Context: an optimization exercise on an open-source flow, tuned for small area, a short achievable clock period and few clock cycles per item. The choices shown serve that exercise and are no tape-out recipe.
RTL that was checked went through simulation tests only; none was proved equivalent to the original.
Only the layout flow was run in runs 4 to 6; the RTL was not checked for function there.

===== flow/config.mk =====
export PLATFORM = sky130hd
export DESIGN_NAME = midpoint_ellipse_point_generator_unit
export DESIGN_NICKNAME = midpoint_ellipse_point_generator_unit
export VERILOG_FILES = /design/flow/design.v
export SDC_FILE = /design/flow/constraint.sdc
export NUM_CORES = 4
export LEC_CHECK = 0
export CAP_MARGIN = 20
export CORE_MARGIN = 2
export CORE_UTILIZATION = 40
export CTS_CLUSTER_DIAMETER = 100
export CTS_CLUSTER_SIZE = 20
export SLEW_MARGIN = 20

===== flow/constraint.sdc =====
create_clock -name core_clock -period 11.0 [get_ports {clk}]
set_input_delay 2.2000 -clock core_clock [delete_from_list [all_inputs] [get_ports {clk}]]
set_output_delay 2.2000 -clock core_clock [all_outputs]
set_load 0.01 [all_outputs]

===== flow/design.v =====
`timescale 1ns / 1ps
package mepg_pkg;
	localparam int unsigned CFG_UPPER_HALF = 0;
	localparam int unsigned CFG_SKIP       = 1;
endpackage
`timescale 1ns / 1ps
`default_nettype none
module mepg_add
#(
	parameter int W  = 34,
	parameter int BK = 1
) (
	input  wire  [W-1:0] a,
	input  wire  [W-1:0] b,
	input  wire          ci,
	output logic [W-1:0] s
);
	localparam int L = 6;    
	logic [W-1:0] g0, p0, gg, pp;
	always_comb begin
		g0 = a & b;
		p0 = a ^ b;
		g0[0] = g0[0] | (p0[0] & ci);
		gg = g0;
		pp = p0;
		for (int l = 1; l <= L; l++) begin
			for (int i = 0; i < W; i++) begin
				if ((((i + 1) % (1 << l)) == 0) && (i >= (1 << (l - 1)))) begin
					gg[i] = gg[i] | (pp[i] & gg[i - (1 << (l - 1))]);
					pp[i] = pp[i] & pp[i - (1 << (l - 1))];
				end
			end
		end
		for (int l = L - 1; l >= 1; l--) begin
			for (int i = 0; i < W; i++) begin
				if ((((i + 1) % (1 << l)) == (1 << (l - 1))) && (i >= (1 << l))) begin
					gg[i] = gg[i] | (pp[i] & gg[i - (1 << (l - 1))]);
					pp[i] = pp[i] & pp[i - (1 << (l - 1))];
				end
			end
		end
		s = BK ? (p0 ^ {gg[W-2:0], ci}) : (a + b + W'(ci));
	end
endmodule
module mepg_add3
#(
	parameter int W  = 34,
	parameter int BK = 1
) (
	input  wire  [W-1:0] a,
	input  wire  [W-1:0] b,
	input  wire  [W-1:0] c,
	input  wire          ci,
	output logic [W-1:0] s
);
	wire [W-1:0] sv = a ^ b ^ c;
	wire [W-1:0] cv = (a & b) | (a & c) | (b & c);
	mepg_add #(.W(W), .BK(BK)) u_add (.a(sv), .b({cv[W-2:0], ci}), .ci(1'b0), .s(s));
endmodule
`default_nettype wire
`timescale 1ns / 1ps
`default_nettype none
module midpoint_ellipse_point_generator_unit
#(
	parameter int RADIUS_BITS = 10,
	parameter int COORD_BITS  = 12
) (
	input  wire                          clk,
	input  wire                          arst_n,
	input  wire                          psel,
	input  wire                          penable,
	input  wire                          pwrite,
	input  wire  [2:0]                   paddr,
	input  wire  [31:0]                  pwdata,
	output logic [31:0]                  prdata,
	output logic                         pready,
	input  wire                          item_valid,
	output logic                         item_ready,
	input  wire                          item_command,
	input  wire  [RADIUS_BITS-1:0]       item_radius_x,
	input  wire  [RADIUS_BITS-1:0]       item_radius_y,
	input  wire  signed [COORD_BITS-1:0] item_centre_x,
	input  wire  signed [COORD_BITS-1:0] item_centre_y,
	output logic                         result_valid,
	input  wire                          result_ready,
	output logic signed [COORD_BITS:0]   result_right_x,
	output logic signed [COORD_BITS:0]   result_left_x,
	output logic signed [COORD_BITS:0]   result_upper_y,
	output logic signed [COORD_BITS:0]   result_lower_y,
	output logic                         result_lower_valid,
	output logic                         result_visible,
	output logic                         result_done_res
);
	localparam int DW = 34;    
	localparam int MW = 32;    
	localparam int AW = 20;    
	localparam int KW = 24;    
	localparam int OW = COORD_BITS + 1;
	localparam int DBK = 0, GBK = 1, MBK = 1;    
	logic       upper_n_q;     
	logic       skip0_n_q;     
	logic [7:1] skip_h_q;      
	wire        upper_q = !upper_n_q;
	wire  [7:0] skip_q  = {skip_h_q, !skip0_n_q};
	assign pready = 1'b1;
	always_ff @(posedge clk or negedge arst_n) begin
		if (!arst_n) begin
			upper_n_q <= 1'b1;
			skip0_n_q <= 1'b1;
			skip_h_q  <= '0;
		end else if (psel && penable && pwrite) begin
			if (!paddr[2]) begin
				upper_n_q <= !pwdata[0];
			end else begin
				skip0_n_q <= !pwdata[0];
				skip_h_q  <= pwdata[7:1];
			end
		end
	end
	assign prdata = {24'b0, skip_h_q & {7{paddr[2]}}, !(paddr[2] ? skip0_n_q : upper_n_q)};
	localparam logic [1:0] RG_IDLE = 2'd0, RG_FIRST = 2'd1, RG_SECOND = 2'd2, RG_DONE = 2'd3;
	localparam logic [2:0] PH_NONE = 3'd0, PH_P1 = 3'd1, PH_I1 = 3'd2, PH_I2 = 3'd3,
	                       PH_P2 = 3'd4, PH_F1 = 3'd5;
	logic [1:0] region_q;
	logic [2:0] ph_q;
	logic [3:0] cnt_q;
	logic [2:0] tr_q;          
	logic [1:0] pcnt_q;        
	logic       rdy_q;         
	logic       sok1_q;        
	logic       ov_q;          
	logic signed [DW-1:0] D_q;
	logic signed [MW-1:0] M_q, G_q;
	logic        [AW-1:0] a_q, b_q;
	logic        [KW-1:0] CK_q;
	logic        [7:0]    n_q;
	logic                 dx_q, dy_q;
	logic        [OW-1:0] rxo_q, lxo_q, uyo_q, lyo_q;
	logic                 lv_q, vis_q, done_q;
	wire out_free  = !ov_q || result_ready;
	logic ov_d;
	wire start_ok  = sok1_q;
	wire acc_step  = item_valid && rdy_q && item_command;
	wire acc_start = item_valid && !item_command && start_ok;
	wire r1         = (region_q == RG_FIRST);
	wire r2         = (region_q == RG_SECOND);
	wire init_go    = acc_start;    
	wire init_act   = (ph_q != PH_NONE);
	wire seq_free   = !init_act && (tr_q == 3'd0);
	wire emit       = seq_free && ((pcnt_q != 2'd0) || acc_step) && out_free;
	wire y_zero     = (uyo_q == lyo_q);
	wire done_now   = !(r1 || r2) || (r2 && dy_q && y_zero);
	wire step_live  = emit && !done_now;
	wire dneg       = D_q[DW-1];
	wire diag       = r1 ? !dneg : dneg;
	wire mv_x       = r1 || diag;
	wire mv_y       = r2 || diag;
	wire f1_load    = (ph_q == PH_F1);
	wire bx = lxo_q[cnt_q];
	wire by = lyo_q[cnt_q];
	wire signed [DW-1:0] m4  = DW'(signed'(M_q)) <<< 2;
	wire signed [DW-1:0] g4  = DW'(signed'(G_q)) <<< 2;
	wire signed [DW-1:0] a4  = DW'({a_q, 2'b00});
	wire signed [DW-1:0] ck4 = DW'({CK_q, 2'b00});
	logic s_xm4, s_diag1, s_xa4, s_xd, s_xck, s_xnm2, s_yg4, s_yg2, s_yna4, s_ya;
	logic s_z1b, s_z1ck, s_z1nm, s_z2a;
	wire signed [DW-1:0] xop = ({DW{s_xm4}} & m4) | ({DW{s_diag1}} & g4) | ({DW{s_xa4}} & a4)
	                         | ({DW{s_xd}} & D_q) | ({DW{s_xck}} & DW'(CK_q))
	                         | ({DW{s_xnm2}} & ~(DW'(signed'(M_q)) <<< 1));
	wire signed [DW-1:0] yop = ({DW{s_diag1}} & ck4) | ({DW{s_yg4}} & g4)
	                         | ({DW{s_yg2}} & (DW'(signed'(G_q)) <<< 1))
	                         | ({DW{s_yna4}} & ~a4) | ({DW{s_ya}} & DW'(a_q));
	logic signed [DW-1:0] dsum;
	mepg_add3 #(.W(DW), .BK(DBK)) u_dadd (.a(D_q), .b(xop), .c(yop), .ci(s_yna4), .s(dsum));
	wire d_clr = init_go || (ph_q == PH_I2);
	wire d_en  = (init_act && (ph_q != PH_P1) && (ph_q != PH_F1)) || ((ph_q == PH_P1) && bx) || f1_load
	                  || (tr_q >= 3'd2) || step_live;
	wire signed [MW-1:0] z1 = ({MW{s_z1b}} & MW'({b_q, 1'b0})) | ({MW{s_z1ck}} & MW'(CK_q))
	                        | ({MW{s_z1nm}} & ~M_q);
	wire signed [MW-1:0] z2 = {MW{s_z2a}} & MW'({a_q, 1'b0});
	logic signed [MW-1:0] gsum, msum;
	mepg_add3 #(.W(MW), .BK(GBK)) u_gadd (.a(G_q), .b(z1), .c(z2), .ci(s_z1nm), .s(gsum));
	mepg_add  #(.W(MW), .BK(MBK)) u_madd (.a(M_q), .b(MW'({b_q, 1'b0})), .ci(1'b0), .s(msum));
	logic signed [MW-1:0] G_d;
	always_comb begin
		G_d = G_q;
		if (init_go)                                   G_d = '0;
		else if ((ph_q == PH_P1) && bx)                G_d = gsum;
		else if (f1_load)                              G_d = MW'(D_q >>> 1);
		else if ((tr_q == 3'd2) || (tr_q == 3'd3))     G_d = gsum;
		else if (!init_act && step_live)               G_d = gsum;
	end
	always_ff @(posedge clk) begin
		if (d_clr)     D_q <= '0;
		else if (d_en) D_q <= dsum;
		if (init_go)                                   M_q <= '0;
		else if ((ph_q == PH_P1) && by)                M_q <= msum;
		else if (ph_q == PH_I1)                        M_q <= M_q >>> 1;
		else if (f1_load)                              M_q <= msum;
		else if (!init_act && step_live && mv_x)       M_q <= msum;
		G_q <= G_d;
		if (init_go) begin
			a_q <= AW'(item_radius_x);
			b_q <= AW'(item_radius_y);
		end else if (ph_q == PH_P1) begin
			a_q <= a_q << 1;
			b_q <= b_q << 1;
		end else if (ph_q == PH_I1) begin
			a_q <= AW'(G_q >>> 1);
			b_q <= AW'(M_q >>> 1);
		end
		if (ph_q == PH_I2) CK_q <= KW'(dsum >>> 2);
		if (acc_start) begin
			rxo_q <= OW'(item_centre_x);
			lxo_q <= OW'(item_radius_x);
			uyo_q <= OW'(item_centre_y);
			lyo_q <= OW'(item_radius_y);
			dx_q  <= 1'b0;
			dy_q  <= 1'b0;
		end else if (f1_load) begin
			lxo_q <= rxo_q;
			uyo_q <= uyo_q + lyo_q;
			lyo_q <= uyo_q - lyo_q;
		end else if (emit) begin
			if (done_now) begin
				rxo_q  <= '0;
				lxo_q  <= '0;
				uyo_q  <= '0;
				lyo_q  <= '0;
				lv_q   <= 1'b0;
				vis_q  <= 1'b0;
				done_q <= 1'b1;
			end else begin
				rxo_q  <= rxo_q + OW'(dx_q);
				lxo_q  <= lxo_q - OW'(dx_q);
				uyo_q  <= uyo_q - OW'(dy_q);
				lyo_q  <= lyo_q + OW'(dy_q);
				vis_q  <= (n_q >= skip_q);
				lv_q   <= (n_q >= skip_q) && !upper_q;
				done_q <= 1'b0;
				dx_q   <= mv_x;
				dy_q   <= mv_y;
			end
		end
		if (f1_load || (tr_q == 3'd4)) begin
			n_q <= '0;
		end else if (step_live && (n_q != 8'hFF)) begin
			n_q <= n_q + 8'd1;
		end
	end
	logic [1:0] pcnt_d, region_d;
	logic [2:0] tr_d;
	logic [2:0] ph_d;
	logic [3:0] cnt_d;
	always_comb begin
		pcnt_d = pcnt_q + {1'b0, acc_step} - {1'b0, emit};
		ph_d = ph_q;
		unique case (ph_q)
			PH_NONE: if (init_go) ph_d = PH_P1;
			PH_P1:   if (cnt_q == 4'd9) ph_d = PH_I1;
			PH_I1:   ph_d = PH_I2;
			PH_I2:   ph_d = PH_P2;
			PH_P2:   if (cnt_q == 4'd0) ph_d = PH_F1;
			PH_F1:   ph_d = PH_NONE;
			default: ph_d = PH_NONE;
		endcase
		cnt_d = cnt_q;
		if (init_go)            cnt_d = 4'd0;
		else if (ph_q == PH_P1) cnt_d = (cnt_q == 4'd9) ? 4'd9 : cnt_q + 4'd1;
		else if (ph_q == PH_P2) cnt_d = cnt_q - 4'd1;
		if (init_go || (init_act && !f1_load)) tr_d = 3'd0;
		else if (tr_q == 3'd4)    tr_d = 3'd0;
		else if (tr_q != 3'd0)    tr_d = tr_q + 3'd1;
		else                      tr_d = {2'b0, (region_d == RG_FIRST) && !G_d[MW-1]};
		region_d = region_q;
		if (f1_load)                      region_d = RG_FIRST;
		else if (tr_q == 3'd4)            region_d = RG_SECOND;
		else if (emit && done_now && r2)  region_d = RG_DONE;
	end
	assign ov_d = emit || (ov_q && !result_ready);
	wire dneg_d = d_clr ? 1'b0 : (d_en ? dsum[DW-1] : D_q[DW-1]);
	wire st_d   = (ph_d == PH_NONE);
	wire ntr_d  = (tr_q == 3'd0) || (tr_q == 3'd4);    
	wire r1_d   = (region_d == RG_FIRST);
	wire diag_d = r1_d ? !dneg_d : dneg_d;
	wire by_d   = lyo_q[cnt_d];
	always_ff @(posedge clk) begin
		s_xm4   <= (ph_d == PH_I1) || (ph_d == PH_I2) || (ph_d == PH_F1) || (st_d && (r1_d ? !diag_d : diag_d) && ntr_d);
		s_diag1 <= st_d && r1_d && diag_d && ntr_d;
		s_xa4   <= (ph_d == PH_P1) || (st_d && !r1_d && !diag_d && ntr_d);
		s_xd    <= (ph_d == PH_P2);
		s_xck   <= (tr_q == 3'd1) && !init_go;
		s_xnm2  <= (tr_q == 3'd3) && !init_go;
		s_yg4   <= st_d && !r1_d && ntr_d;
		s_yg2   <= (ph_d == PH_I2) || ((tr_q == 3'd3) && !init_go);
		s_yna4  <= ((tr_q == 3'd1) && !init_go) || ((ph_d == PH_P2) && by_d);
		s_ya    <= (ph_d == PH_F1) || ((tr_q == 3'd2) && !init_go);
		s_z1b   <= st_d && r1_d && ntr_d;
		s_z1ck  <= (tr_q == 3'd1) && !init_go;
		s_z1nm  <= (tr_q == 3'd2) && !init_go;
		s_z2a   <= (ph_d != PH_NONE) || (st_d && (!r1_d || diag_d) && ntr_d);
	end
	always_ff @(posedge clk or negedge arst_n) begin
		if (!arst_n) begin
			region_q <= RG_IDLE;
			ph_q     <= PH_NONE;
			cnt_q    <= '0;
			tr_q     <= '0;
			pcnt_q   <= '0;
			rdy_q    <= 1'b1;
			sok1_q   <= 1'b1;
			ov_q     <= 1'b0;
		end else begin
			pcnt_q   <= pcnt_d;
			ph_q     <= ph_d;
			cnt_q    <= cnt_d;
			tr_q     <= tr_d;
			region_q <= region_d;
			rdy_q    <= (ph_d == PH_NONE) && (pcnt_d != 2'd2);
			sok1_q   <= (ph_d == PH_NONE) && (pcnt_d == 2'd0) && !ov_d;
			ov_q     <= ov_d;
		end
	end
	assign item_ready         = (rdy_q && item_command) || start_ok;
	assign result_valid       = ov_q;
	assign result_right_x     = rxo_q;
	assign result_left_x      = lxo_q;
	assign result_upper_y     = uyo_q;
	assign result_lower_y     = lyo_q;
	assign result_lower_valid = lv_q;
	assign result_visible     = vis_q;
	assign result_done_res    = done_q;
endmodule
`default_nettype wire

===== flow/flow/run.sh =====
#!/bin/bash
set -euo pipefail
MARGIN=$(cat flow/margin.txt)
bash standard.sh synth > synth.log 2>&1
bash standard.sh SETUP_SLACK_MARGIN=$MARGIN finish > layout.log 2>&1

===== flow/flow/margin.txt =====
6.25

===== flow/standard.sh =====
#!/bin/bash
# synth_recipe.tcl (not shown) runs the flow's synth.tcl, then flattens the netlist and writes it again
# the make line also repeats each setting of config.mk as NAME=value (left out here)
make -C /OpenROAD-flow-scripts/flow DESIGN_CONFIG=/design/flow/config.mk WORK_HOME=/design/flow/orfs CLKGATE_MAP_FILE= SYNTH_SCRIPT=/design/flow/synth_recipe.tcl "${@:-finish}"

==> reports/qor.yml, run 1 <==
drive_gt1_frac: 0.0697
grt_max_degree: 142
drt_iter0_drc: 2047
cts.sinks: 266
ctsLongestPathBuffers: 3
cts_buffers: 18
min_period_ns: 4.82
fill_cells: 4958
cts.reportedPaths.clkPinSlew_ns: 0.10
holdWs_ns: 0.477
cp_slowest_cell: "mux2i_4"
cp-end-kind: "primary output"
path_cells: "buf_12 > mux2i_4 > buf_6"
ys_async_sr_fraction: 0.0977
core_area_sq_um: 51400
netlist_area_sq_um: 20800
insertion_delay_ns: 0.55
grt_setup_unrepaired: "true"
synthTopCellsByArea: "dfxtp_1, edfxtp_1, ha_1"
maxCapViolations: 0
yosysWarnings: 3
ctsHoldBuffers: 0
initial_utilization: 0.405
timing.final.max_slew_violations: 0
grt_pass1_wl_mm: 104
worstPathMaxFanout: 5
htreeDepth: 1
setup_violations: 0
dp_hpwl_mm: 45.2
pin_count: 177
antenna_found_initial: 0
crit_type: "input pin to primary output"
setup_slack_ns: 6.18
postLayoutCellArea_sq_um: 23600
core.rowCount: 83
dpl_worst_slack_ns: 4.14
grt_pass1_vias: 18500
chipWidth_um: 232
setup_tns_ns: 0
fmax_mhz: 208
grt-ovfl-total: 0
synth_edf_count: 93
min-delay-start: "D_q[3]"
synth_cell_types: 82
fp.dieH_um: 232
gr-usage-all-layers: 0.242
routed_wl_mm: 67.5
outcome: "complete, no violations"
crit_required_ns: 8.80
ys.flop_type: "dfxtp_1"
fin_cells: 3163
final_util: 0.460
syn_to_final_growth_pct: 13.6
ys_seq_elements: 266
synth_top_cell_by_area: "dfxtp_1"
start_kind: "input pin"
finalWeightedCongestion: 0.887
finalHoldViolations: 0
multi_input_area_sq_um: 13400
drt-wirelength-per-cell_um: 21.3
yosysTopAreaCellShare: 0.142
ys_seq_area_frac: 0.307
io_buffers: 125
reg2reg_from: "s_z1nm"
hold_class: "flop to flop"
postPlaceCellArea_sq_um: 22500
drcViolationCount: 0
dp_cells: 3100
postSynthAreaPerCell_sq_um: 8.63
cts_tree: "built"
vias: 18900
synthCells: 2410
relSlewSlack: 0.322
area.sequential_sq_um: 6410
dieArea_sq_um: 53800
first_pass_iters: 12
layout.nets: 2794
antenna_left: 0
cpPeakStageDelay_ns: 0.21
worstPathArrival_ns: 2.62
max_slew.worst_pin.slew_ns: 1.01
viasPerCell: 5.96
cts-root-buf: "clkbuf_16"
crit_path_start: "paddr[2]"
fin_crit_sh: 0.438
diodes: 0
fin_worst_skew_ns: 0.0271
synthesized netlist by cell type (29+ instances only):
cell      number
mux2i_1       29
a22oi_1       57
nand3_1       45
a21oi_1      181
clkbuf_1     116
xor2_1        44
a31oi_1       30
a222oi_1      50
a21o_1        44
inv_1        151
xnor2_1       87
dfxtp_1      147
a221oi_1      29
edfxtp_1      93
a211oi_1      46
nor2_1       210
o21ai_0      107
nand2_1      307
ha_1         154
nor3_1        57
fa_1          82
area by class of cell:
| cell class | count | area share |
|---|---|---|
| clock buffers | 28 | 0.0220 |
| clock inverters | 4 | 0.00185 |
| inverters | 152 | 0.0250 |
| multi-input cells | 1851 | 0.566 |
| flip-flops and latches | 266 | 0.271 |
| well taps | 680 | 0.0360 |
| repair buffers | 180 | 0.0769 |
| repair inverters | 2 | 0.000635 |
layer usage:
layer / routed length (um) / part of all wire / vias to the layer above / GRT usage
li1: - / - / 8735 / -
met1: 29000 / 0.43 / 9253 / 0.332
met2: 31600 / 0.47 / 767 / 0.395
met3: 5130 / 0.076 / 110 / 0.0330
met4: 1780 / 0.026 / 0 / 0.0751
met5: 0 / 0 / - / 0
flip-flops by register name, summed over array words and instances, names as in the netlist, 2 cells and up:
signal	count
b_q	20
ph_q	3
M_q	32
CK_q	24
rxo_q	13
lxo_q	13
tr_q	3
cnt_q	4
D_q	34
G_q	32
lyo_q	13
a_q	20
pcnt_q	2
region_q	2
skip_h_q	7
uyo_q	13
n_q	8
worst paths after layout:
check	end	slack (ns)	cells past startpoint
min	D_q[3]	0.48	2
max in group asynchronous	sok1_q	8.66	2
min in group asynchronous	cnt_q[0]	2.03	2
min reg2reg	D_q[3]	0.48	2
max reg2reg	G_q[29]	6.39	20
max	prdata[0]	6.18	3
cell families (layout without fill, tap and decap cells):
logic type / Yosys count / count (layout) / synth area share
flip-flops: 266 / 266 / 0.307
buffers and inverters: 316 / 366 / 0.0628
XOR/XNOR: 131 / 131 / 0.0552
multiplexers: 43 / 43 / 0.0255
adder cells (fa/ha/maj): 236 / 236 / 0.172
other: 2 / 25 / 0.000361
AND/OR/NAND/NOR: 751 / 751 / 0.160
AO/OA/AOI/OAI: 665 / 665 / 0.217
critical path: cells and delay by family:
kind / cells / cell delay, ns
buf+inv: 2 / 0.21
mux: 1 / 0.21
cell usage in the layout (no fill, tap or decap), drive strengths merged, types with 48 or more instances in the layout:
master / netlist / layout
a211oi: 48 / 48
a21oi: 181 / 181
a222oi: 50 / 50
a22oi: 57 / 57
buf: 48 / 63
clkdlybuf4s50: 0 / 114
dfxtp: 147 / 147
edfxtp: 93 / 93
fa: 82 / 82
ha: 154 / 154
inv: 151 / 150
nand2: 307 / 307
nor2: 210 / 210
nor3: 58 / 58
o21ai: 112 / 112
xnor2: 87 / 87
repair_timing:
item                                   CTS  global route
pin swaps                                8            25
setup endpoints to repair               58            37
cloned                                   3             3
buffers inserted                         7            18
endpoints found under the hold margin    0             0
resized for setup                       90            39
Testbench counts, summed over its fixed seeds: cycles 48,679, items 46,359.
==> run 2, diff against run 1 <==
==> flow/flow/margin.txt (replaced) <==
6.4
==> run 2 against run 1 <==
Final cell count increased by 0.25%. Global-route usage down 0.11 points. Die area is the same. Highest routed layer unchanged. Via count shrank 0.24%. Synthesized cell count stayed put. Worst hold slack lost 0.00062 ns. Still clean. Flip-flop and latch count is the same. Sequential share of layout area fell by 0.13 points. First-iteration DRC count increased by 4.4%. Utilization up 0.23 points. Routed wire length decreased by 1.6%.
==> reports/qor.yml, run 2 <==
outcome: "complete, no violations"  # unchanged
ctsLongestPathBuffers: 3  # unchanged
synthCells: 2410  # unchanged
grt_pass1_wl_mm: 104  # about the same
most-common-layout-cells: "nand2_1, nor2_1, a21oi_1"  # unchanged
reg_top3: "D_q x34, G_q x32, M_q x32"  # unchanged
ctsHoldBuffers: 0  # unchanged
routed_wl_mm: 66.4  # was 67.5 mm
core_area_sq_um: 51400  # unchanged
htreeDepth: 1  # unchanged
io_buffers: 125  # unchanged
synth_top_cell_by_area: "dfxtp_1"  # unchanged
cts-root-buf: "clkbuf_16"  # unchanged
yosysMostFrequentCell: "nand2_1"  # unchanged
dieArea_sq_um: 53800  # unchanged
ys.flop_type: "dfxtp_1"  # unchanged
grt-ovfl-total: 0  # unchanged
crit_required_ns: 8.80  # about the same
grt_setup_unrepaired: "true"  # unchanged
chipWidth_um: 232  # unchanged
crit_type: "input pin to primary output"  # unchanged
fin_crit_sh: 0.439  # was 0.438
viasPerCell: 5.93  # was 5.96
drive_gt1_frac: 0.0799  # was 0.0697
relSlewSlack: 0.223  # was 0.322
final_util: 0.462  # was 0.460
cts_tree: "built"  # unchanged
worstPathArrival_ns: 2.63  # was 2.62 ns
cts_buffers: 17  # was 18
fin_worst_skew_ns: 0.0274  # was 0.0271 ns
largest_reg_flops: 34  # unchanged
min_period_ns: 4.83  # was 4.82 ns
ys_async_sr_fraction: 0.0977  # unchanged
gr-usage-all-layers: 0.241  # was 0.242
fp.dieH_um: 232  # unchanged
cts.sinks: 266  # unchanged
cts.reportedPaths.clkPinSlew_ns: 0.08  # was 0.10 ns
ys_seq_area_frac: 0.307  # unchanged
fmax_mhz: 207  # was 208 MHz
layout.nets: 2803  # was 2794
ys_seq_elements: 266  # unchanged
drt-wirelength-per-cell_um: 20.9  # was 21.3 um
grt_max_degree: 85  # was 142
vias: 18800  # was 18.9k
core.rowCount: 83  # unchanged
synthTopCellsByArea: "dfxtp_1, edfxtp_1, ha_1"  # unchanged
first_pass_iters: 9  # was 12
largest-register: "D_q"  # unchanged
yosysTopAreaCellShare: 0.142  # unchanged
insertion_delay_ns: 0.55  # about the same
start_kind: "input pin"  # unchanged
netlist_area_sq_um: 20800  # unchanged
grt_pass1_vias: 18600  # was 18.5k
hold_class: "flop to flop"  # unchanged
synth_cell_types: 82  # unchanged
dp_hpwl_mm: 45.3  # was 45.2 mm
drt_iter0_drc: 2137  # was 2047
finalHoldViolations: 0  # unchanged
timing.final.max_slew_violations: 0  # unchanged
antenna_found_initial: 0  # unchanged
syn_to_final_growth_pct: 14.2  # was 13.6%
final_common_cell: "nand2_1"  # unchanged
setup_violations: 0  # unchanged
finalWeightedCongestion: 0.872  # was 0.887
postSynthAreaPerCell_sq_um: 8.63  # unchanged
max_slew.worst_pin.slew_ns: 1.17  # was 1.01 ns
maxCapViolations: 0  # unchanged
setup_tns_ns: 0  # unchanged
yosys-top-cells-count: "nand2_1, nor2_1, a21oi_1, ha_1, inv_1"  # unchanged
yosysWarnings: 3  # unchanged
drcViolationCount: 0  # unchanged
cp-end-kind: "primary output"  # unchanged
antenna_left: 0  # unchanged
initial_utilization: 0.405  # unchanged
diodes: 0  # unchanged
pin_count: 177  # unchanged
synth_edf_count: 93  # unchanged
worstPathMaxFanout: 5  # unchanged
## run 2: logic make-up (layout without fill, tap and decap cells)
family / after synthesis / in the layout / share of synthesized area
and+or+nand+nor: 751 / 751 / 0.160
AOI/OAI and AO/OA: 665 / 665 / 0.217
buffers and inverters: 316 / 374 / 0.0628
DFF: 266 / 266 / 0.307
adders and majority gates: 236 / 236 / 0.172
xor gates and xnor gates: 131 / 131 / 0.0552
muxes: 43 / 43 / 0.0255
other: 2 / 25 / 0.000361
## run 2: final timing paths
check                      startpoint        end  slack, ns  depth (start not counted)
min in group asynchronous      arst_n    ph_q[2]       2.02                          2
setup reg to reg               b_q[1]    G_q[29]       6.37                         18
hold / removal                 D_q[3]     D_q[3]       0.48                          2
max in group asynchronous      arst_n  skip0_n_q       8.66                          2
setup / recovery             paddr[2]  prdata[0]       6.17                          3
hold reg to reg                D_q[3]     D_q[3]       0.48                          2
## run 2: through the flow
stage	cell area [sq um]	setup WS (ns)	hold WS [ns]	std cells
6_report	23700	6.17	0.476	3171
5_1_grt	23700	6.16	0.486	3171
4_1_cts	23400	6.17	0.473	3151
3_5_place_dp	22500	4.16	0.460	3102
3_3_place_gp	22500	4.26	0.461	3102
2_1_floorplan	20900	6.25	0.445	2433
## run 2: final cells by class
cell class	instances	area, sq um
Timing Repair inverter	2	15.0
Multi-Input combinational cell	1851	13500
Tap cell	680	851
Sequential cell	266	6410
Clock buffer	27	474
Timing Repair Buffer	190	1910
Clock inverter	3	23.8
Inverter	152	594
Fill cell	4953	27700
## run 2: worst max-delay path, stage by stage
cell	delay (ns)
buf_12	0.08
mux2i_4	0.20
buf_2	0.15
## run 2: repair_timing
item	CTS	global route
setup buffers	15	17
gates cloned	4	3
pin swaps	15	30
endpoints found under the setup margin	90	40
resized for setup	103	44
## run 2: per-layer routing
layer,part of all wire,GRT usage
met5,0,0
met2,0.47,0.400
met1,0.43,0.329
met4,0.026,0.0741
met3,0.073,0.0287
==> run 3, diff against run 2 <==
==> flow/flow/margin.txt (replaced) <==
6.15
==> run 3 against run 2 <==
Clock skew up 0.010 ns. Count of clock-buffer cells in the layout rose by 1. Via count down 1.0%.
==> reports/qor.yml, run 3 <==
htreeDepth: 1  # unchanged
synthXorXnorAreaFrac: 0.0552  # unchanged
most-common-layout-cells: "nand2_1, nor2_1, a21oi_1"  # unchanged
diodes: 0  # unchanged
min-delay-start: "D_q[5]"  # was D_q[3]
dp_hpwl_mm: 45.2  # was 45.3 mm
reg_top3: "D_q x34, G_q x32, M_q x32"  # unchanged
synth_top_family_by_area: "compound AO/OA/AOI/OAI gates"  # unchanged
grt_pass1_vias: 18500  # was 18.6k
grt_setup_unrepaired: "true"  # unchanged
synth_cell_types: 82  # unchanged
yosysTopAreaCellShare: 0.142  # unchanged
synthCells: 2410  # unchanged
yosysWarnings: 3  # unchanged
initial_utilization: 0.405  # unchanged
relSlewSlack: 0.284  # was 0.223
start_kind: "input pin"  # unchanged
final_common_cell: "nand2_1"  # unchanged
ctsHoldBuffers: 0  # unchanged
chipWidth_um: 232  # unchanged
finalHoldViolations: 0  # unchanged
synthAdderAreaFrac: 0.172  # unchanged
core_area_sq_um: 51400  # unchanged
synth_edf_count: 93  # unchanged
hold_class: "flop to flop"  # unchanged
worstPathMaxFanout: 5  # unchanged
dieArea_sq_um: 53800  # unchanged
antenna_left: 0  # unchanged
yosysMostFrequentCell: "nand2_1"  # unchanged
timing.final.max_slew_violations: 0  # unchanged
crit_type: "input pin to primary output"  # unchanged
ctsLongestPathBuffers: 3  # unchanged
core.rowCount: 83  # unchanged
largest_reg_flops: 34  # unchanged
grt-ovfl-total: 0  # unchanged
cts_tree: "built"  # unchanged
vias: 18600  # was 18.8k
maxCapViolations: 0  # unchanged
fp.dieH_um: 232  # unchanged
synth_compound_area_frac: 0.217  # unchanged
largest-register: "D_q"  # unchanged
postPlaceCellArea_sq_um: 22500  # about the same
worstPathArrival_ns: 2.62  # was 2.63 ns
postLayoutCellArea_sq_um: 23400  # was 23700 sq um
netlist_area_sq_um: 20800  # unchanged
synthSimpleGateAreaFrac: 0.160  # unchanged
io_buffers: 125  # unchanged
fin_worst_skew_ns: 0.0373  # was 0.0274 ns
finalWeightedCongestion: 0.927  # was 0.872
reg2reg_from: "b_q[1]"  # unchanged
fin_crit_sh: 0.438  # was 0.439
viasPerCell: 5.92  # was 5.93
crit_required_ns: 8.80  # about the same
drt-wirelength-per-cell_um: 20.9  # about the same
min_period_ns: 4.82  # was 4.83 ns
first_pass_iters: 10  # was 9
setup_tns_ns: 0  # unchanged
drive_gt1_frac: 0.0620  # was 0.0799
cts-root-buf: "clkbuf_16"  # unchanged
setup_violations: 0  # unchanged
cts_buffers: 18  # was 17
cts.reportedPaths.clkPinSlew_ns: 0.09  # was 0.08 ns
yosys-top-cells-count: "nand2_1, nor2_1, a21oi_1, ha_1, inv_1"  # unchanged
syn_to_final_growth_pct: 12.5  # was 14.2%
layout.nets: 2778  # was 2803
max_slew.worst_pin.slew_ns: 1.07  # was 1.17 ns
cts.sinks: 266  # unchanged
crit_path_start: "paddr[2]"  # unchanged
insertion_delay_ns: 0.57  # was 0.55 ns
grt_pass1_wl_mm: 104  # about the same
synth_top_cell_by_area: "dfxtp_1"  # unchanged
drt_iter0_drc: 1985  # was 2137
drcViolationCount: 0  # unchanged
fmax_mhz: 208  # was 207 MHz
ys.flop_type: "dfxtp_1"  # unchanged
postSynthAreaPerCell_sq_um: 8.63  # unchanged
antenna_found_initial: 0  # unchanged
ys_seq_elements: 266  # unchanged
cp-end-kind: "primary output"  # unchanged
routed_wl_mm: 65.7  # was 66.4 mm
gr-usage-all-layers: 0.241  # about the same
pin_count: 177  # unchanged
outcome: "complete, no violations"  # unchanged
synthTopCellsByArea: "dfxtp_1, edfxtp_1, ha_1"  # unchanged
synth_mux_area_frac: 0.0255  # unchanged
ys_seq_area_frac: 0.307  # unchanged
grt_max_degree: 142  # was 85
ys_async_sr_fraction: 0.0977  # unchanged
[run 3: cell counts after synthesis]
Identical to the previous run, type by type.
[run 3: cell families (layout without fill, tap and decap cells)]
logic type,after synthesis,in the layout
AND/OR/NAND/NOR,751,751
buffers and inverters,316,350
other,2,25
adder cells (fa/ha/maj),236,236
flip-flops,266,266
AO/OA/AOI/OAI,665,665
XOR/XNOR,131,131
multiplexers,43,43
[run 3: path summary, 6_finish.rpt]
| path | slack [ns] | endpoint | depth (start not counted) |
|---|---|---|---|
| setup / recovery | 6.18 | prdata[0] | 3 |
| hold / removal | 0.47 | D_q[5] | 2 |
| setup reg to reg | 6.29 | G_q[29] | 18 |
| hold reg to reg | 0.47 | D_q[5] | 2 |
| max in group asynchronous | 8.68 | sok1_q | 2 |
| min in group asynchronous | 2.01 | skip_h_q[6] | 2 |
[run 3: worst max-delay path, stage by stage]
cell and delay [ns]:
buf_12 0.08, mux2i_2 0.18, buf_2 0.15
[run 3: cell type report]
| type | count | area, sq um |
|---|---|---|
| fillers | 4940 | 28000 |
| repair inverters | 2 | 15.0 |
| multi-input cells | 1851 | 13400 |
| clock buffers | 28 | 509 |
| flip-flops and latches | 266 | 6410 |
| repair buffers | 164 | 1600 |
| inverters | 152 | 591 |
| clock inverters | 4 | 50.0 |
| well taps | 680 | 851 |
[run 3: what timing repair did]
| action | CTS | global route |
|---|---|---|
| setup endpoints to repair | 49 | 28 |
| gates resized for setup | 79 | 36 |
| buffers inserted | 2 | 10 |
| pin swaps | 3 | 19 |
| hold endpoints to repair | 0 | 0 |
| cloned | 2 | 2 |
[run 3: layer usage]
metal	track usage	wire, um
met3	0.0371	5290
met4	0.0815	1840
met1	0.325	28100
met5	0	0
met2	0.395	30400
[run 3: metrics by stage]
stage	utilization	std cells	hold slack (ns)	worst slack, ns
2_1_floorplan	-	2433	0.445	6.18
3_3_place_gp	0.438	3099	0.461	4.30
3_5_place_dp	0.438	3099	0.461	4.13
4_1_cts	0.451	3135	0.471	6.08
5_1_grt	0.455	3147	0.488	6.14
6_report	0.455	3147	0.473	6.18
==> run 4, diff against run 3 <==
--- a/flow/design.v
+++ b/flow/design.v
@@ -96,7 +96,7 @@
 	localparam int AW = 20;    
 	localparam int KW = 24;    
 	localparam int OW = COORD_BITS + 1;
-	localparam int DBK = 0, GBK = 1, MBK = 1;    
+	localparam int DBK = 0, GBK = 0, MBK = 0;    
 	logic       upper_n_q;     
 	logic       skip0_n_q;     
 	logic [7:1] skip_h_q;      
==> run 4 against run 3 <==
Flip-flop and latch count unchanged. Register-to-register slack got worse by 0.07 ns. Cell area grew 2.7%. Critical endpoint unchanged. Critical path depth did not move. Synthesized area grew 2.7%.
==> reports/qor.yml, run 4 <==
grt_max_degree: 69  # was 142
synth_edf_count: 93  # unchanged
dieArea_sq_um: 55200  # was 53800 sq um
reg_top3: "D_q x34, G_q x32, M_q x32"  # unchanged
cts_buffers: 18  # unchanged
worstPathArrival_ns: 2.64  # was 2.62 ns
drt_iter0_drc: 2007  # was 1985
core.rowCount: 84  # was 83
cpPeakStageDelay_ns: 0.19  # was 0.18 ns
ctsLongestPathBuffers: 3  # unchanged
yosysWarnings: 3  # unchanged
ctsHoldBuffers: 0  # unchanged
core_area_sq_um: 52700  # was 51400 sq um
cp_num_buf_inv: 2  # unchanged
htreeDepth: 1  # unchanged
grt_pass1_vias: 19400  # was 18.5k
fmax_mhz: 207  # was 208 MHz
ys_async_sr_fraction: 0.0977  # unchanged
finalWeightedCongestion: 0.919  # was 0.927
hold_class: "flop to flop"  # unchanged
grt-ovfl-total: 0  # unchanged
fin_worst_skew_ns: 0.0208  # was 0.0373 ns
cts-root-buf: "clkbuf_16"  # unchanged
chipWidth_um: 235  # was 232 um
netlist_area_sq_um: 21300  # was 20800 sq um
fp.dieH_um: 235  # was 232 um
cp_slowest_cell: "mux2i_2"  # unchanged
yosysTopAreaCellShare: 0.138  # was 0.142
synth_cell_types: 90  # was 82
finalHoldViolations: 0  # unchanged
min_path_cells: 2  # unchanged
postSynthAreaPerCell_sq_um: 8.28  # was 8.63 sq um
worstRegToRegCells: 20  # was 18
synth_top_cell_by_area: "dfxtp_1"  # unchanged
maxCapViolations: 0  # unchanged
cts.reportedPaths.clkPinSlew_ns: 0.09  # about the same
gr-usage-all-layers: 0.248  # was 0.241
yosysMostFrequentCell: "nand2_1"  # unchanged
routed_wl_mm: 71.5  # was 65.7 mm
most-common-layout-cells: "nand2_1, nor2_1, a21oi_1"  # unchanged
crit_required_ns: 8.80  # about the same
setup_slack_ns: 6.16  # was 6.18 ns
synthCells: 2578  # was 2410
synthTopCellsByArea: "dfxtp_1, edfxtp_1, ha_1"  # unchanged
largest-register: "D_q"  # unchanged
outcome: "complete, no violations"  # unchanged
pin_count: 177  # unchanged
io_buffers: 125  # unchanged
drive_gt1_frac: 0.0649  # was 0.0620
crit_type: "input pin to primary output"  # unchanged
initial_utilization: 0.405  # about the same
antenna_left: 0  # unchanged
cp-end-kind: "primary output"  # unchanged
worstPathMaxFanout: 5  # unchanged
grt_pass1_wl_mm: 111  # was 104 mm
largest_reg_flops: 34  # unchanged
timing.final.max_slew_violations: 0  # unchanged
start_kind: "input pin"  # unchanged
min_period_ns: 4.84  # was 4.82 ns
first_pass_iters: 7  # was 10
grt_setup_unrepaired: "true"  # unchanged
cts_tree: "built"  # unchanged
setup_tns_ns: 0  # unchanged
fin_crit_sh: 0.440  # was 0.438
max_slew.worst_pin.slew_ns: 1.04  # was 1.07 ns
path_depth: 3  # unchanged
dpl_worst_slack_ns: 4.70  # was 4.13 ns
setup_violations: 0  # unchanged
antenna_found_initial: 1  # was 0
relSlewSlack: 0.304  # was 0.284
ys_seq_elements: 266  # unchanged
ys.flop_type: "dfxtp_1"  # unchanged
path_cells: "buf_16 > mux2i_2 > buf_2"  # was buf_12 > mux2i_2 > buf_2
drt-wirelength-per-cell_um: 21.4  # was 20.9 um
layout.nets: 2936  # was 2778
drcViolationCount: 0  # unchanged
insertion_delay_ns: 0.55  # was 0.57 ns
viasPerCell: 6.05  # was 5.92
vias: 20200  # was 18.6k
dp_hpwl_mm: 50.0  # was 45.2 mm
final_common_cell: "nand2_1"  # unchanged
cts.sinks: 266  # unchanged
yosys-top-cells-count: "nand2_1, nor2_1, a21oi_1, inv_1"  # was nand2_1, nor2_1, a21oi_1, ha_1, inv_1
ys_seq_area_frac: 0.299  # was 0.307
syn_to_final_growth_pct: 12.5  # about the same
crit_family: "buffers and inverters"  # unchanged
## run 4: area by class of cell
| type | count | area, sq um |
|---|---|---|
| fill | 5086 | 28600 |
| multi-input combinational | 1981 | 13700 |
| timing repair inverter | 1 | 7.51 |
| tap | 688 | 861 |
| inverter | 192 | 734 |
| sequential | 266 | 6400 |
| timing repair buffer | 180 | 1730 |
| antenna | 1 | 2.50 |
| clock buffer | 26 | 490 |
| clock inverter | 6 | 58.8 |
## run 4: metrics by stage
step                std cells  hold WS (ns)  cell area [sq um]   util
floorplan                2601         0.445              21400      -
global placement         3280         0.461              23100  0.438
detailed placement       3280         0.467              23100  0.438
CTS                      3331         0.480              23800  0.452
global route             3340         0.501              24000  0.456
finish                   3341         0.476              24000  0.456
## run 4: per-layer routing
layer / GRT usage / wire length, um
met1: 0.336 / 30700
met2: 0.408 / 32900
met3: 0.0321 / 5410
met4: 0.0844 / 2380
met5: 0 / 0
## run 4: final timing paths
check,start,to,slack (ns)
setup / recovery,paddr[2],prdata[0],6.16
hold / removal,D_q[2],D_q[2],0.48
setup reg to reg,s_yg4,s_xm4,6.22
hold reg to reg,D_q[2],D_q[2],0.48
max in group asynchronous,arst_n,rdy_q,8.66
min in group asynchronous,arst_n,region_q[1],2.03
## run 4: kinds of logic (layout without fill, tap and decap cells)
| logic type | count (synthesis) | after routing | synth area share |
|---|---|---|---|
| and+or+nand+nor | 808 | 808 | 0.168 |
| AOI/OAI and AO/OA | 776 | 776 | 0.248 |
| buffers and inverters | 354 | 405 | 0.0676 |
| DFF | 266 | 266 | 0.299 |
| adders and majority gates | 209 | 209 | 0.143 |
| xor gates and xnor gates | 134 | 134 | 0.0550 |
| muxes | 29 | 29 | 0.0182 |
| other | 2 | 26 | 0.000352 |
## run 4: worst min-delay path: stages (launching register included)
cell,delay (ns)
dfxtp_1,0.33
nand2_1,0.06
a21oi_1,0.05
## run 4: timing repair
action,4_1_cts,5_1_grt
resized for setup,67,35
pin swaps,5,5
setup endpoints to repair,96,34
setup buffers,17,8
cloned,2,1
==> run 5, diff against run 4 <==
--- a/flow/design.v
+++ b/flow/design.v
@@ -96,7 +96,7 @@
 	localparam int AW = 20;    
 	localparam int KW = 24;    
 	localparam int OW = COORD_BITS + 1;
-	localparam int DBK = 0, GBK = 0, MBK = 0;    
+	localparam int DBK = 0, GBK = 0, MBK = 1;    
 	logic       upper_n_q;     
 	logic       skip0_n_q;     
 	logic [7:1] skip_h_q;      
==> run 5 against run 4 <==
First-iteration DRC count down 0.45%. Flip-flop and latch count unchanged. Critical path depth stayed put. Via count fell by 3.3%. Setup slack worse by 0.0037 ns. Synthesized area is 0.41% higher. Register-to-register slack got worse by 0.03 ns. Largest cell class unchanged. Sequential share of layout area decreased by 0.33 points.
==> reports/qor.yml, run 5 <==
cts.sinks: 266  # unchanged
yosysMostFrequentCell: "nand2_1"  # unchanged
dieArea_sq_um: 55500  # was 55200 sq um
worstPathMaxFanout: 5  # unchanged
cp-end-kind: "primary output"  # unchanged
synthSimpleGateAreaFrac: 0.159  # was 0.168
maxCapViolations: 0  # unchanged
drive_gt1_frac: 0.0733  # was 0.0649
grt_pass1_vias: 19000  # was 19.4k
layout.nets: 2903  # was 2936
antenna_left: 0  # unchanged
outcome: "complete, no violations"  # unchanged
chipWidth_um: 235  # about the same
largest_reg_flops: 34  # unchanged
synth_cell_types: 79  # was 90
fmax_mhz: 207  # about the same
rrSetupSlack_ns: 6.19  # was 6.22 ns
grt-ovfl-total: 0  # unchanged
use_met1: 0.330  # was 0.336
hold_class: "flop to flop"  # unchanged
core.rowCount: 84  # unchanged
setup_violations: 0  # unchanged
start_kind: "input pin"  # unchanged
fin_crit_sh: 0.440  # about the same
fin_worst_skew_ns: 0.0242  # was 0.0208 ns
min_path_cells: 2  # unchanged
path_depth: 3  # unchanged
netlist_area_sq_um: 21400  # was 21300 sq um
dp_hpwl_mm: 46.8  # was 50.0 mm
cts_tree: "built"  # unchanged
cp_slowest_cell: "a21o_1"  # was mux2i_2
met2_usage: 0.385  # was 0.408
drt-wirelength-per-cell_um: 20.9  # was 21.4 um
ys_seq_elements: 266  # unchanged
io_buffers: 125  # unchanged
setup_slack_ns: 6.16  # about the same
htreeDepth: 1  # unchanged
synth_mux_area_frac: 0.0299  # was 0.0182
crit_family: "buffers and inverters"  # unchanged
synth_edf_count: 93  # unchanged
most-common-layout-cells: "nand2_1, nor2_1, inv_1"  # was nand2_1, nor2_1, a21oi_1
synth_compound_area_frac: 0.233  # was 0.248
drt_iter0_drc: 1998  # was 2007
yosysTopAreaCellShare: 0.137  # was 0.138
reg2reg_to: "s_xm4"  # unchanged
finalWeightedCongestion: 0.909  # was 0.919
ctsLongestPathBuffers: 3  # unchanged
use_met3: 0.0304  # was 0.0321
setup_tns_ns: 0  # unchanged
yosys-top-cells-count: "nand2_1, nor2_1, inv_1, a21oi_1, ha_1"  # was nand2_1, nor2_1, a21oi_1, inv_1
path_cells: "buf_6 > a21o_1 > buf_2"  # was buf_16 > mux2i_2 > buf_2
fp.dieH_um: 235  # about the same
min_period_ns: 4.84  # about the same
crit_type: "input pin to primary output"  # unchanged
crit_end: "item_ready"  # was prdata[0]
yosysWarnings: 4  # was 3
finalHoldViolations: 0  # unchanged
initial_utilization: 0.406  # was 0.405
synth_top_family_by_area: "compound AO/OA/AOI/OAI gates"  # unchanged
grt_most_used_layer: "met2"  # unchanged
crit_required_ns: 8.80  # about the same
grt_pass1_wl_mm: 107  # was 111 mm
first_pass_iters: 8  # was 7
cp_num_buf_inv: 2  # unchanged
timing.final.max_slew_violations: 0  # unchanged
antenna_found_initial: 1  # unchanged
pin_count: 177  # unchanged
drcViolationCount: 0  # unchanged
routed_wl_mm: 68.7  # was 71.5 mm
ys_seq_area_frac: 0.298  # was 0.299
grt_max_degree: 142  # was 69
cts.reportedPaths.clkPinSlew_ns: 0.08  # was 0.09 ns
dpl_worst_slack_ns: 4.82  # was 4.70 ns
grt_setup_unrepaired: "true"  # unchanged
max_slew.worst_pin.slew_ns: 0.970  # was 1.04 ns
core_area_sq_um: 52800  # was 52700 sq um
cts-root-buf: "clkbuf_16"  # unchanged
reg_top3: "D_q x34, G_q x32, M_q x32"  # unchanged
postSynthAreaPerCell_sq_um: 8.48  # was 8.28 sq um
gr-usage-all-layers: 0.237  # was 0.248
synthXorXnorAreaFrac: 0.0552  # was 0.0550
largest-register: "D_q"  # unchanged
ys.flop_type: "dfxtp_1"  # unchanged
cts_buffers: 18  # unchanged
worstPathArrival_ns: 2.64  # about the same
vias: 19600  # was 20.2k
synthCells: 2528  # was 2578
synthTopCellsByArea: "dfxtp_1, edfxtp_1, ha_1"  # unchanged
ys_async_sr_fraction: 0.0977  # unchanged
relSlewSlack: 0.352  # was 0.304
synth_top_cell_by_area: "dfxtp_1"  # unchanged
crit_path_start: "item_command"  # was paddr[2]
worstRegToRegCells: 20  # unchanged
insertion_delay_ns: 0.54  # was 0.55 ns
diodes: 0  # was 1
viasPerCell: 5.94  # was 6.05
holdWs_ns: 0.494  # was 0.476 ns
syn_to_final_growth_pct: 13.8  # was 12.5%
synthAdderAreaFrac: 0.154  # was 0.143
final_common_cell: "nand2_1"  # unchanged
reg2reg_from: "s_xnm2"  # was s_yg4
cpPeakStageDelay_ns: 0.19  # about the same
## run 5: cell types whose count changed after synthesis, moves of 10 or more
cell,previous run,this run
o221ai_1,13,2
mux2i_1,13,37
nand2_1,335,315
buf_2,7,20
a22oi_1,24,34
a21o_1,47,59
o211ai_1,24,11
nor2_1,230,212
a21oi_1,201,181
nand3_1,48,36
a211oi_1,44,55
o21ai_0,151,129
## run 5: cell families (layout without fill, tap and decap cells)
kind of cell,Yosys count,count (layout)
compound gates,729,729
xor+xnor,135,135
fa+ha+maj,223,223
buf+inv,363,417
flops,266,266
mux,52,52
other cells,2,25
simple gates,758,758
## run 5: what timing repair did
action                                  in CTS  in global routing
resized for setup                           85                 65
gates cloned                                 1                  7
endpoints found under the hold margin        0                  0
endpoints found under the setup margin      59                 32
pin swaps                                    8                 19
setup buffers                               11                  9
hold buffers                                 0                  0
## run 5: how the worst min path moves through the flow
stage / to / slack, ns / start
after floorplan: D_q[17] / 0.45 / D_q[17]
after global placement: D_q[17] / 0.47 / D_q[17]
after detailed placement: D_q[17] / 0.48 / D_q[17]
after CTS: D_q[17] / 0.49 / D_q[17]
after global routing: D_q[11] / 0.52 / D_q[11]
final: D_q[17] / 0.49 / D_q[17]
## run 5: metal layers
| layer | part of all wire | vias up |
|---|---|---|
| li1 | - | 9148 |
| met2 | 0.46 | 748 |
| met1 | 0.45 | 9542 |
| met4 | 0.026 | 0 |
| met5 | 0 | - |
| met3 | 0.066 | 114 |
## run 5: through the flow
stage / std cells / instance area (sq um) / utilization
after detailed placement: 3233 / 23100 / 0.439
after global routing: 3293 / 24400 / 0.462
after CTS: 3277 / 23900 / 0.454
after global placement: 3233 / 23100 / 0.439
after floorplan: 2551 / 21500 / -
final: 3293 / 24400 / 0.462
## run 5: area by class of cell
cell class,count,area (sq um)
fill,5170,28400
multi-input combinational,1922,13800
sequential,266,6420
timing repair buffer,185,1880
tap,688,861
inverter,198,751
clock buffer,28,551
clock inverter,4,62.6
timing repair inverter,2,15.0
## run 5: worst register-to-register path: stages, from the launching register on
cell and delay [ns]:
dfxtp_4 0.41, clkinvlp_4 0.24, buf_4 0.24, o21ai_0 0.17, a221o_1 0.16, a221oi_2 0.05, fa_1 0.50, inv_1 0.05
ha_1 0.37, o211ai_1 0.15, buf_4 0.16, a2111oi_2 0.04, o31a_1 0.37, a31o_4 0.30, a211o_1 0.32, a31oi_2 0.22
xnor2_1 0.16, o21ai_1 0.13, ha_1 0.35, xnor2_1 0.15, o2111ai_1 0.13
==> run 6, diff against run 5 <==
--- a/flow/design.v
+++ b/flow/design.v
@@ -16,7 +16,7 @@
 	output logic [W-1:0] s
 );
 	localparam int L = 6;    
-	logic [W-1:0] g0, p0, gg, pp;
+	logic [W-1:0] g0, p0, gg, pp, gs, ps;
 	always_comb begin
 		g0 = a & b;
 		p0 = a ^ b;
@@ -39,7 +39,19 @@
 				end
 			end
 		end
-		s = BK ? (p0 ^ {gg[W-2:0], ci}) : (a + b + W'(ci));
+		gs = g0;
+		ps = p0;
+		for (int l = 0; l < L; l++) begin
+			for (int i = 0; i < W; i++) begin
+				if ((i >> l) & 1) begin
+					gs[i] = gs[i] | (ps[i] & gs[((i >> l) << l) - 1]);
+					ps[i] = ps[i] & ps[((i >> l) << l) - 1];
+				end
+			end
+		end
+		if (BK == 2)      s = p0 ^ {gs[W-2:0], ci};
+		else if (BK == 1) s = p0 ^ {gg[W-2:0], ci};
+		else              s = a + b + W'(ci);
 	end
 endmodule
 module mepg_add3
@@ -94,9 +106,9 @@
 	localparam int DW = 34;    
 	localparam int MW = 32;    
 	localparam int AW = 20;    
-	localparam int KW = 24;    
+	localparam int KW = 23;    
 	localparam int OW = COORD_BITS + 1;
-	localparam int DBK = 0, GBK = 0, MBK = 1;    
+	localparam int DBK = 2, GBK = 1, MBK = 1;    
 	logic       upper_n_q;     
 	logic       skip0_n_q;     
 	logic [7:1] skip_h_q;      
@@ -128,6 +140,7 @@
 	logic [1:0] pcnt_q;        
 	logic       rdy_q;         
 	logic       sok1_q;        
+	logic       sok2_q;        
 	logic       ov_q;          
 	logic signed [DW-1:0] D_q;
 	logic signed [MW-1:0] M_q, G_q;
@@ -139,7 +152,7 @@
 	logic                 lv_q, vis_q, done_q;
 	wire out_free  = !ov_q || result_ready;
 	logic ov_d;
-	wire start_ok  = sok1_q;
+	wire start_ok  = sok1_q || (sok2_q && result_ready);
 	wire acc_step  = item_valid && rdy_q && item_command;
 	wire acc_start = item_valid && !item_command && start_ok;
 	wire r1         = (region_q == RG_FIRST);
@@ -156,6 +169,7 @@
 	wire mv_x       = r1 || diag;
 	wire mv_y       = r2 || diag;
 	wire f1_load    = (ph_q == PH_F1);
+	wire [OW-1:0] uy_sum = uyo_q + (f1_load ? lyo_q : {OW{dy_q}});
 	wire bx = lxo_q[cnt_q];
 	wire by = lyo_q[cnt_q];
 	wire signed [DW-1:0] m4  = DW'(signed'(M_q)) <<< 2;
@@ -219,7 +233,7 @@
 			dy_q  <= 1'b0;
 		end else if (f1_load) begin
 			lxo_q <= rxo_q;
-			uyo_q <= uyo_q + lyo_q;
+			uyo_q <= uy_sum;
 			lyo_q <= uyo_q - lyo_q;
 		end else if (emit) begin
 			if (done_now) begin
@@ -233,7 +247,7 @@
 			end else begin
 				rxo_q  <= rxo_q + OW'(dx_q);
 				lxo_q  <= lxo_q - OW'(dx_q);
-				uyo_q  <= uyo_q - OW'(dy_q);
+				uyo_q  <= uy_sum;
 				lyo_q  <= lyo_q + OW'(dy_q);
 				vis_q  <= (n_q >= skip_q);
 				lv_q   <= (n_q >= skip_q) && !upper_q;
@@ -309,6 +323,7 @@
 			pcnt_q   <= '0;
 			rdy_q    <= 1'b1;
 			sok1_q   <= 1'b1;
+			sok2_q   <= 1'b1;
 			ov_q     <= 1'b0;
 		end else begin
 			pcnt_q   <= pcnt_d;
@@ -317,6 +332,7 @@
 			tr_q     <= tr_d;
 			region_q <= region_d;
 			rdy_q    <= (ph_d == PH_NONE) && (pcnt_d != 2'd2);
+			sok2_q   <= (ph_d == PH_NONE) && (pcnt_d == 2'd0);
 			sok1_q   <= (ph_d == PH_NONE) && (pcnt_d == 2'd0) && !ov_d;
 			ov_q     <= ov_d;
 		end
==> run 6 against run 5 <==
Non-clock buffer count rose by 20. Via count fell by 6.4%. Register-to-register slack got worse by 0.63 ns. Flip-flop and latch count did not move. Fmax fell by 11%. Final cell count fell by 6.3%. Global-route usage rose by 0.50 points. Routed wire length fell by 5.1%. Count of clock-buffer cells in the layout did not move. Die area fell by 4.8%. Critical path depth rose by 19. Highest routed layer unchanged.
==> reports/qor.yml, run 6 <==
outcome: "complete, no violations"  # unchanged
fp.dieH_um: 230  # was 235 um
cts.reportedPaths.clkPinSlew_ns: 0.09  # was 0.08 ns
antenna_left: 0  # unchanged
layout.nets: 2724  # was 2903
cts_tree: "built"  # unchanged
drt-wirelength-per-cell_um: 21.1  # was 20.9 um
synthTopCellsByArea: "dfxtp_1, edfxtp_1, ha_1"  # unchanged
synth_edf_count: 92  # was 93
core.rowCount: 82  # was 84
dieArea_sq_um: 52800  # was 55500 sq um
cp_slowest_cell: "fa_1"  # was a21o_1
ctsLongestPathBuffers: 3  # unchanged
reg2reg_from: "s_xd"  # was s_xnm2
grt-ovfl-total: 0  # unchanged
ys_async_sr_fraction: 0.102  # was 0.0977
largest-register: "D_q"  # unchanged
cts-root-buf: "clkbuf_16"  # unchanged
drt_iter0_drc: 1665  # was 1998
setup_tns_ns: 0  # unchanged
insertion_delay_ns: 0.56  # was 0.54 ns
most-common-layout-cells: "nand2_1, nor2_1, inv_1"  # unchanged
start_kind: "flop"  # was input pin
finalHoldViolations: 0  # unchanged
hold_class: "flop to flop"  # unchanged
yosys-top-cells-count: "nand2_1, nor2_1, ha_1, inv_1, dfxtp_1"  # was nand2_1, nor2_1, inv_1, a21oi_1, ha_1
synth_top_cell_by_area: "dfxtp_1"  # unchanged
synthCells: 2308  # was 2528
io_buffers: 125  # unchanged
crit_family: "compound AO/OA/AOI/OAI gates"  # was buffers and inverters
path_cells: "buf_8 > a222oi_1 > o211ai_1 > fa_1 > ha_4 > and3_1 > a221o_1 > a22o_1 > o21bai_4 > a2111oi_4 > nor2_1 > a21o_1 > fa_2 > xnor2_2 > xnor2_2 > buf_4 > xnor2_2 > a311oi_2 > ha_1 > inv_2 > buf_4 > a22o_1"  # was buf_6 > a21o_1 > buf_2
path_common_cell: "xnor2_2"
max_slew.worst_pin.slew_ns: 1.22  # was 0.970 ns
area.sequential_sq_um: 6430  # was 6420 sq um
relSlewSlack: 0.187  # was 0.352
maxCapViolations: 0  # unchanged
crit_type: "flop to flop"  # was input pin to primary output
min-delay-start: "M_q[0]"  # was D_q[17]
final_common_cell: "nand2_1"  # unchanged
crit_path_start: "s_xd"  # was item_command
fmax_mhz: 184  # was 207 MHz
worstPathArrival_ns: 5.88  # was 2.64 ns
core_area_sq_um: 50300  # was 52800 sq um
yosysMostFrequentCell: "nand2_1"  # unchanged
htreeDepth: 1  # unchanged
timing.final.max_slew_violations: 0  # unchanged
synth_cell_types: 78  # was 79
grt_max_degree: 83  # was 142
diodes: 0  # unchanged
dp_hpwl_mm: 43.8  # was 46.8 mm
first_pass_iters: 10  # was 8
pin_count: 177  # unchanged
cts_buffers: 18  # unchanged
fin_worst_skew_ns: 0.0198  # was 0.0242 ns
setup_violations: 0  # unchanged
crit_required_ns: 11.44  # was 8.80 ns
vias: 18300  # was 19.6k
yosysWarnings: 3  # was 4
grt_setup_unrepaired: "true"  # unchanged
cts.sinks: 266  # unchanged
min_period_ns: 5.44  # was 4.84 ns
cp_num_buf_inv: 4  # was 2
drcViolationCount: 0  # unchanged
netlist_area_sq_um: 20400  # was 21400 sq um
ys_seq_elements: 266  # unchanged
chipWidth_um: 230  # was 235 um
antenna_found_initial: 0  # was 1
grt_pass1_wl_mm: 103  # was 107 mm
reg_top3: "D_q x34, G_q x32, M_q x32"  # unchanged
drive_gt1_frac: 0.0954  # was 0.0733
ys.flop_type: "dfxtp_1"  # unchanged
initial_utilization: 0.406  # about the same
routed_wl_mm: 65.2  # was 68.7 mm
postSynthAreaPerCell_sq_um: 8.84  # was 8.48 sq um
syn_to_final_growth_pct: 16.0  # was 13.8%
finalWeightedCongestion: 0.929  # was 0.909
fin_crit_sh: 0.494  # was 0.440
yosysTopAreaCellShare: 0.144  # was 0.137
worstPathMaxFanout: 22  # was 5
cp-end-kind: "flop"  # was primary output
gr-usage-all-layers: 0.242  # was 0.237
grt_pass1_vias: 18200  # was 19.0k
fill_cells: 4790  # was 5170
multi_input_area_sq_um: 13200  # was 13800 sq um
cpPeakStageDelay_ns: 0.56  # was 0.19 ns
ys_seq_area_frac: 0.313  # was 0.298
largest_reg_flops: 34  # unchanged
viasPerCell: 5.93  # was 5.94
holdWs_ns: 0.508  # was 0.494 ns
==> run 6: changes by cell type after synthesis, sizes merged, moves of 21 or more <==
cell,before,now
a22oi,34,76
a221oi,50,22
nor2,212,175
nand2,315,287
nand3,36,57
inv,198,150
a21oi,181,123
==> run 6: worst paths after layout <==
kind                               endpoint  slack (ns)  cells after the start
worst max-delay path                  s_xa4        5.56                     22
worst min-delay path                 M_q[0]        0.51                      2
worst max register to register        s_xa4        5.56                     22
worst min register to register       M_q[0]        0.51                      2
max in group asynchronous             rdy_q        8.66                      2
min in group asynchronous       skip_h_q[1]        2.03                      2
==> run 6: area by class of cell <==
cell class                 instances  area share
multi-input combinational       1758       0.559
sequential                       266       0.272
timing repair buffer             205      0.0849
tap                              672      0.0355
inverter                         150      0.0241
clock buffer                      28      0.0221
clock inverter                     4     0.00222
timing repair inverter             1    0.000317
==> run 6: logic make-up after synthesis <==
group                      synth area share
adders and majority gates             0.177
muxes                                0.0266
and+or+nand+nor                       0.156
AOI/OAI and AO/OA                     0.215
buffers and inverters                0.0639
xor gates and xnor gates             0.0472
DFF                                   0.313
other                              0.000368
==> run 6: worst register-to-register path, delay by kind of cell (launching register included) <==
kind	cells	cell delay (ns)
AND/OR/NAND/NOR	2	0.28
flip-flops	1	0.43
adder cells (fa/ha/maj)	4	1.35
AO/OA/AOI/OAI	9	2.33
buffers and inverters	4	0.51
XOR/XNOR	3	0.44
==> run 6: per-stage QoR <==
stage          utilization  std cells  worst slack (ns)  cell area [sq um]
6_report             0.471       3084              5.56              23700
5_1_grt              0.471       3084              5.28              23700
4_1_cts              0.465       3069              5.66              23400
3_5_place_dp         0.442       3000              4.78              22200
3_3_place_gp         0.442       3000              4.84              22200
2_1_floorplan            -       2331              5.96              20600
==> run 6: routing by layer <==
layer | wire (um) | GRT usage
met1 | 27600 | 0.322
met3 | 5170 | 0.0391
met4 | 1900 | 0.0800
met5 | 0 | 0
met2 | 30500 | 0.402
==> run 6: timing repair <==
item                       CTS  global route
setup endpoints to repair   28            10
cloned                       5             2
gates resized for setup    115            26
hold buffers                 0             0
pin swaps                   36            31
buffers inserted            32            13

==> separate check: timing with driven ports <==
No port has a modelled driver above. Below, the same layouts with a new extraction and two added sets of constraints.
Step 1: set_driving_cell puts a clkbuf_16 on clk and a buf_2 on each other input, an assumption about the parent block.
Step 2 moves the port delays by t, midway between the first and last clock arrival at a register: inputs arrive t later, outputs are due t later. That takes back most of the time a late clock gives input paths.
Three values: no drivers, after step 1, after step 2; two values: the first two.
run	t, ns	slack for setup (ns)	worst setup path at the end
run 1	0.595	6.182 / 6.042 / 5.827	input to register
run 2	0.591	6.172 / 6.031 / 5.944	input to register
run 3	0.602	6.183 / 6.068 / 5.768	input to register
run 4	0.596	6.164 / 6.035 / 5.613	input to register
run 5	0.590	6.160 / 6.062 / 5.695	input to register
run 6	0.607	5.562 / 5.562 / 5.562	register to register
After both steps setup and hold are still met in every run listed. The setup slack of run 4, which loses most, moves by -0.129 ns with the drivers and by -0.551 ns with both steps.
